This design comes from an exercise in tuning for small area and a short achievable clock period on the open sky130 flow, not from production work.
The RTL was checked by simulation tests, not by an equivalence proof against the original design.

v3:
## muldiv_engine
module muldiv_engine #(
    parameter int MULT_CYCLES = 5,
    parameter int DIV_CYCLES  = 10
) (
    input  logic        clk,
    input  logic        reset,
    input  logic        start,
    input  logic [2:0]  op,
    input  logic [31:0] d1,
    input  logic [31:0] d2,
    input  logic        flush,
    output logic        busy,
    output logic [31:0] hi,
    output logic [31:0] lo
);
Size in the first run: roughly 2300 cells after synthesis, about 180 flip-flops, roughly 140 I/O pins.
export LEC_CHECK = 0
export ABC_AREA = 1
export CAP_MARGIN = 20
export CORE_MARGIN = 2
export CORE_UTILIZATION = 40
export SLEW_MARGIN = 20
create_clock -name core_clock -period 130.0 [get_ports {clk}]
standard.sh (not shown) runs the stock make flow with config.mk's settings and CLKGATE_MAP_FILE= SYNTH_SCRIPT=/design/flow/synth_recipe.tcl, a recipe that flattens the netlist after the stock synthesis.
==> flow/flow/run.sh <==
#!/bin/bash
# Standard ORFS layout, with plain buf_1 cells as the port buffers, and the repair steps
# asked to leave setup slack to spare at the design's clock period.
set -euo pipefail
export BUFFER_PORTS_ARGS="-buffer_cell sky130_fd_sc_hd__buf_1"
export SETUP_SLACK_MARGIN=103.2
bash standard.sh finish > standard.log 2>&1
Modified inputs, v52 compared to v3
--- a/flow/flow/run.sh
+++ b/flow/flow/run.sh
@@ -5,3 +5,3 @@
 export BUFFER_PORTS_ARGS="-buffer_cell sky130_fd_sc_hd__buf_1"
-export SETUP_SLACK_MARGIN=103.2
+export SETUP_SLACK_MARGIN=102.8
 bash standard.sh finish > standard.log 2>&1
--- a/flow/config.mk
+++ b/flow/config.mk
@@ -11,2 +11,4 @@
 export CORE_UTILIZATION = 40
+export CTS_BUF_LIST = sky130_fd_sc_hd__clkbuf_8
+export CTS_CLUSTER_SIZE = 40
 export SLEW_MARGIN = 20
==> results.txt <==
Final area (v52 over v3): decrease, about 6%
Diff v3 -> v52: number of nets at the end of the flow went down about 0.9%, sum of routed wire length over all layers went down 4.7%, area of the multi-input gates went down about 1.4%.
v3 → v52: area share of buffers outside the clock network now sits lower; maximum cell stage delay along the critical path rose 0.03 ns.
Input-level comparison between v58 and v52:
--- a/flow/config.mk
+++ b/flow/config.mk
@@ -10,5 +10,4 @@
 export CORE_MARGIN = 2
-export CORE_UTILIZATION = 40
-export CTS_BUF_LIST = sky130_fd_sc_hd__clkbuf_8
-export CTS_CLUSTER_SIZE = 40
+export CORE_UTILIZATION = 55
 export SLEW_MARGIN = 20
+export TNS_END_PERCENT = 30
Notes after the runs:
v58 against v52: area of the multi-input gates about even; final cell count went down; maximum single-stage delay on the critical path went down.
v58 reports its launch point of the critical path as lo_reg[26] while v52 reports hi_reg[2].
Cmp v52 and v58 / shortest clock period the worst path allows after layout / lower: v58
Changes observed in v58 relative to v52: die area lost about 27%; worst path setup slack after routing has increased; fmax rose about 0.5%; total of clock buffers placed in the layout saw an increase.
Final design area excluding fillers (lower): v58
Inputs modified between v58 and v11:
--- a/flow/config.mk
+++ b/flow/config.mk
@@ -10,4 +10,5 @@
 export CORE_MARGIN = 2
-export CORE_UTILIZATION = 55
+export CORE_UTILIZATION = 40
+export CTS_CLUSTER_DIAMETER = 150
+export CTS_CLUSTER_SIZE = 60
 export SLEW_MARGIN = 20
-export TNS_END_PERCENT = 30
--- outcome ---
- v11 and v58 ended up with nearly the same post-route fraction of the period consumed by the critical path.
- Post-route worst setup slack deteriorates in v11 relative to v58.
- Summary: with v58 as the reference, mean routed wirelength per cell in v11 moved down by a few percent.
- When the final numbers for v11 and v58 were put side by side, the global router's overall resource usage turned out to be smaller in v11.
- v58 -> v11: number of endpoints with negative hold slack in the final report delta 0, exact match
[inputs] v12 vs v11
--- a/flow/config.mk
+++ b/flow/config.mk
@@ -10,5 +10,4 @@
 export CORE_MARGIN = 2
-export CORE_UTILIZATION = 40
-export CTS_CLUSTER_DIAMETER = 150
-export CTS_CLUSTER_SIZE = 60
+export CORE_UTILIZATION = 55
+export GPL_TIMING_DRIVEN = 0
 export SLEW_MARGIN = 20
Notes after the runs:
v12 completed end to end with timing, DRC and antenna clean. v12 vs v11 — share of post-route cells with drive strength above 1 rose 0.34 points. Of v12 and v11, it is v12 that has the lower standard-cell row count. v12 vs. v11: utilization after layout increased by 17 points relative to the old numbers; die area decreased by 27% relative to the old numbers. Looking at category of the critical setup timing path, the input pin to flop result is from v12; the flop to output pin one comes from v11. Of the two values seen for highest-delay cell along the critical path, clkbuf_1 was produced by v12 and dfxtp_1 by v11.
diff inputs: v12 => v51
--- a/flow/config.mk
+++ b/flow/config.mk
@@ -10,4 +10,3 @@
 export CORE_MARGIN = 2
-export CORE_UTILIZATION = 55
-export GPL_TIMING_DRIVEN = 0
+export CORE_UTILIZATION = 68
 export SLEW_MARGIN = 20
==> results.txt <==
On area occupied by multi-input gates, v12 and v51 are neck and neck. Summary of v51 over v12: wire length dropped about 22%; post-placement worst setup slack dropped 0.064 ns. Summary of v51 over v12: die outline width shrank by 18 um, number of antenna violations at the first check in global routing shrank by 3.

muldiv_engine again, from the RTL that the note above started with.
==> flow/config.mk <==
export PLATFORM = sky130hd
export DESIGN_NAME = muldiv_engine
export DESIGN_NICKNAME = muldiv_engine
export VERILOG_FILES = /design/flow/design.v
export SDC_FILE = /design/flow/constraint.sdc
export NUM_CORES = 4
export LEC_CHECK = 0
export ABC_AREA = 1
export CAP_MARGIN = 20
export CORE_MARGIN = 2
export CORE_UTILIZATION = 40
export SLEW_MARGIN = 20
==> flow/constraint.sdc <==
create_clock -name core_clock -period 130.0 [get_ports {clk}]
set_input_delay 26.0000 -clock core_clock [delete_from_list [all_inputs] [get_ports {clk}]]
set_output_delay 26.0000 -clock core_clock [all_outputs]
set_load 0.01 [all_outputs]
==> flow/flow/run.sh <==
#!/bin/bash
# Standard ORFS layout, with plain buf_1 cells as the port buffers.
set -euo pipefail
export BUFFER_PORTS_ARGS="-buffer_cell sky130_fd_sc_hd__buf_1"
bash standard.sh finish > standard.log 2>&1
The baseline produced a clean layout.
==> next run, changes <==
==> flow/flow/run.sh (replaced) <==
#!/bin/bash
# Standard ORFS layout, with plain buf_1 cells as the port buffers, and the repair steps
# asked to leave setup slack to spare at the design's clock period.
set -euo pipefail
export BUFFER_PORTS_ARGS="-buffer_cell sky130_fd_sc_hd__buf_1"
export SETUP_SLACK_MARGIN=103.6
bash standard.sh finish > standard.log 2>&1
Result:
- The new run completed without violations
- worst setup slack gets better by 0.38 ns
- first-iteration DRC count rose by a quarter to a third
- global-route usage rose by 2.0 points
- worst hold slack is about the same
- wire length rose by roughly a tenth
- via count rose by a few percent
- synthesized cell count is unchanged
- design area rose by roughly a tenth

Setup of build 60:
muldiv_engine, a different RTL version from the one above (not shown whole).
Size: ~2200 cells after synthesis, roughly 180 flip-flops, about 140 I/O pins, roughly 17000 sq um of cells after synthesis.
clock: 130.0 ns
lec_check: 0
abc_area: 1
cap_margin: 20
core_margin: 2
core_utilization: 60
slew_margin: 20
==> flow/flow/run.sh <==
#!/bin/bash
# Standard ORFS layout, with plain buf_1 cells as the port buffers, the repair steps
# asked to leave setup slack to spare at the design's clock period, and larger clock
# sink clusters (fewer leaf clock buffers).
set -euo pipefail
export BUFFER_PORTS_ARGS="-buffer_cell sky130_fd_sc_hd__buf_1"
export SETUP_SLACK_MARGIN=102.8
export CTS_ARGS="-sink_clustering_enable -repair_clock_nets -dont_use_dummy_load -sink_clustering_size 30 -sink_clustering_max_diameter 150"
bash standard.sh finish > standard.log 2>&1
Build 60 completed end to end; final checks failed (capacitance limit, slew limit).
Changes in build 35 relative to build 60:
# build 60
export LEC_CHECK = 0
export ABC_AREA = 1
export CAP_MARGIN = 20
export CORE_MARGIN = 2
export CORE_UTILIZATION = 60
export SLEW_MARGIN = 20
create_clock -name core_clock -period 130.0 [get_ports {clk}]
# build 35
export LEC_CHECK = 0
export ABC_AREA = 1
export CAP_MARGIN = 20
export CORE_MARGIN = 2
export CORE_UTILIZATION = 40
export SLEW_MARGIN = 20
create_clock -name core_clock -period 130.0 [get_ports {clk}]
==> flow/flow/run.sh <==
#!/bin/bash
# Standard ORFS layout, with plain buf_1 cells as the port buffers, and the repair steps
# asked to leave setup slack to spare at the design's clock period.
set -euo pipefail
export BUFFER_PORTS_ARGS="-buffer_cell sky130_fd_sc_hd__buf_1"
export SETUP_SLACK_MARGIN=102.8
bash standard.sh finish > standard.log 2>&1
Notes after the runs:
- Per the final summary, build 35 finished and its layout is clean on timing, DRC and antenna.
- Via count of the first global-routing pass was higher in the run labelled build 35.
- Build 35 reports its launch point of the critical path as hi_reg[1]$_SDFFE_PP0P_ while build 60 reports op[0].
- Between build 35 and build 60, it is build 35 whose critical path depth is lower, by 7.
- met5 as the highest metal layer used by the detailed router was reported by build 60, and met4 by build 35.
- Build 35 and build 60 ended up with nearly the same fmax.
- Worst setup path endpoint: hi[1] -> build 35, hi_reg[22]$_SDFFE_PP0P_ -> build 60
Input-level comparison between build 82 and build 35:
# build 35
export LEC_CHECK = 0
export ABC_AREA = 1
export CAP_MARGIN = 20
export CORE_MARGIN = 2
export CORE_UTILIZATION = 40
export SLEW_MARGIN = 20
create_clock -name core_clock -period 130.0 [get_ports {clk}]
# build 82
export LEC_CHECK = 0
export ABC_AREA = 1
export CAP_MARGIN = 20
export CORE_MARGIN = 2
export CORE_UTILIZATION = 50
export SLEW_MARGIN = 20
create_clock -name core_clock -period 130.0 [get_ports {clk}]
==> flow/flow/run.sh <==
#!/bin/bash
# Standard ORFS layout, with plain buf_1 cells as the port buffers, the repair steps
# asked to leave setup slack to spare at the design's clock period, and larger clock
# sink clusters (fewer leaf clock buffers).
set -euo pipefail
export BUFFER_PORTS_ARGS="-buffer_cell sky130_fd_sc_hd__buf_1"
export SETUP_SLACK_MARGIN=102.8
export CTS_ARGS="-sink_clustering_enable -repair_clock_nets -dont_use_dummy_load"
export REMOVE_ABC_BUFFERS=1
bash standard.sh finish > standard.log 2>&1
[summary]
Delta(first-pass detailed-route iteration total, build 82 - build 35) < 0. Re layout overhead on the synthesized area: build 82 and build 35 aren't equal, and the lower value belongs to build 82. For the global-route usage, build 82 came in 4.8 points higher than build 35 did. Build 82 vs build 35, endpoint arrival time on the critical path went up by 26.38 ns. Comparing build 82 and build 35, the lower buffers plus inverters on the worst setup path is on build 35.
Edits applied to the flow inputs when going from build 82 to build 6:
diff --git a/flow/flow/run.sh b/flow/flow/run.sh
--- a/flow/flow/run.sh
+++ b/flow/flow/run.sh
@@ -6,5 +6,4 @@
 export BUFFER_PORTS_ARGS="-buffer_cell sky130_fd_sc_hd__buf_1"
 export SETUP_SLACK_MARGIN=102.8
-export CTS_ARGS="-sink_clustering_enable -repair_clock_nets -dont_use_dummy_load"
-export REMOVE_ABC_BUFFERS=1
+export CTS_ARGS="-repair_clock_nets -dont_use_dummy_load"
 bash standard.sh finish > standard.log 2>&1
### Flow results
Core utilization essentially unchanged between build 82 and build 6. Build 6 -> build 82: final period utilization flat. [compare] base=build 82 new=build 6: overall via count from detail_route higher, data required time of the worst path lower. Compared build 6 against build 82; fmax within noise. Build 6 vs. build 82: diode insertion count for antenna repair roughly the same; worst setup slack lower; met1 track utilization from global routing higher. Re path depth of the worst reg2reg path: build 6 is about 0.7% up on build 82. Sum of routed wire length over all layers (build 6 over build 82): increase, about 2.7%.
What build 25 does differently from build 6 at the input level:
==> flow/flow/run.sh <==
#!/bin/bash
# Standard ORFS layout, with plain buf_1 cells as the port buffers, and the repair steps
# asked to leave setup slack to spare at the design's clock period.
set -euo pipefail
export BUFFER_PORTS_ARGS="-buffer_cell sky130_fd_sc_hd__buf_1"
export SETUP_SLACK_MARGIN=102.8
bash standard.sh finish > standard.log 2>&1
Notes after the runs:
For the total vias in the final route, build 25 came in 134 higher than build 6 did. Diff build 25..build 6 | wire length after detailed routing | negligible.

==> port drivers added, routing unchanged <==
How much do the figures lean on ideal ports? The routed layouts below were timed once more, with nothing changed but the port constraints. Step 1: set_driving_cell puts a clkbuf_16 on clk and a buf_2 on each other input, an assumption about the parent block. Step 2 adds t to the input delays and takes it off the output delays; t is the mean of the earliest and latest rising clock arrival at the registers after step 1. Input paths then give back, and output paths get back, about the clock's delay inside the block. a / b / c = ideal ports / drivers / drivers and shift; a / b = the first two.
| run | t (ns) | slack for setup (ns) | worst setup path at the end | worst slew at a driven data input, ns |
|---|---|---|---|---|
| v3 | 0.542 | 103.014 / 102.960 / 102.675 | input to register | 0.04 |
| v52 | 0.615 | 102.832 / 102.784 / 102.351 | input to register | 0.04 |
| v58 | 0.514 | 102.972 / 102.916 / 102.566 | input to register | 0.04 |
| v11 | 0.548 | 102.893 / 102.840 / 102.514 | input to register | 0.04 |
| v12 | 0.513 | 102.939 / 102.956 / 102.459 | input to register | 0.04 |
| v51 | 0.504 | 102.963 / 102.922 / 102.491 | input to register | 0.04 |
| the first run of note 2 | 0.544 | 102.631 / 102.656 / 102.112 | input to register | 0.04 |
| the second run of note 2 | 0.552 | 103.007 / 102.952 / 102.564 | input to register | 0.04 |
| build 60 | 0.497 | 102.829 / 102.854 / 102.364 | input to register | 0.04 |
| build 35 | 0.555 | 102.897 / 102.843 / 102.389 | input to register | 0.04 |
| build 82 | 0.497 | 102.903 / 102.884 / 102.437 | input to register | 0.04 |
| build 6 | 0.501 | 102.872 / 102.900 / 102.399 | input to register | 0.04 |
| build 25 | 0.510 | 102.877 / 102.903 / 102.393 | input to register | 0.04 |
For the first run of note 2, which loses most, drivers alone change the setup slack by +0.025 ns; drivers and shift together by -0.519 ns.
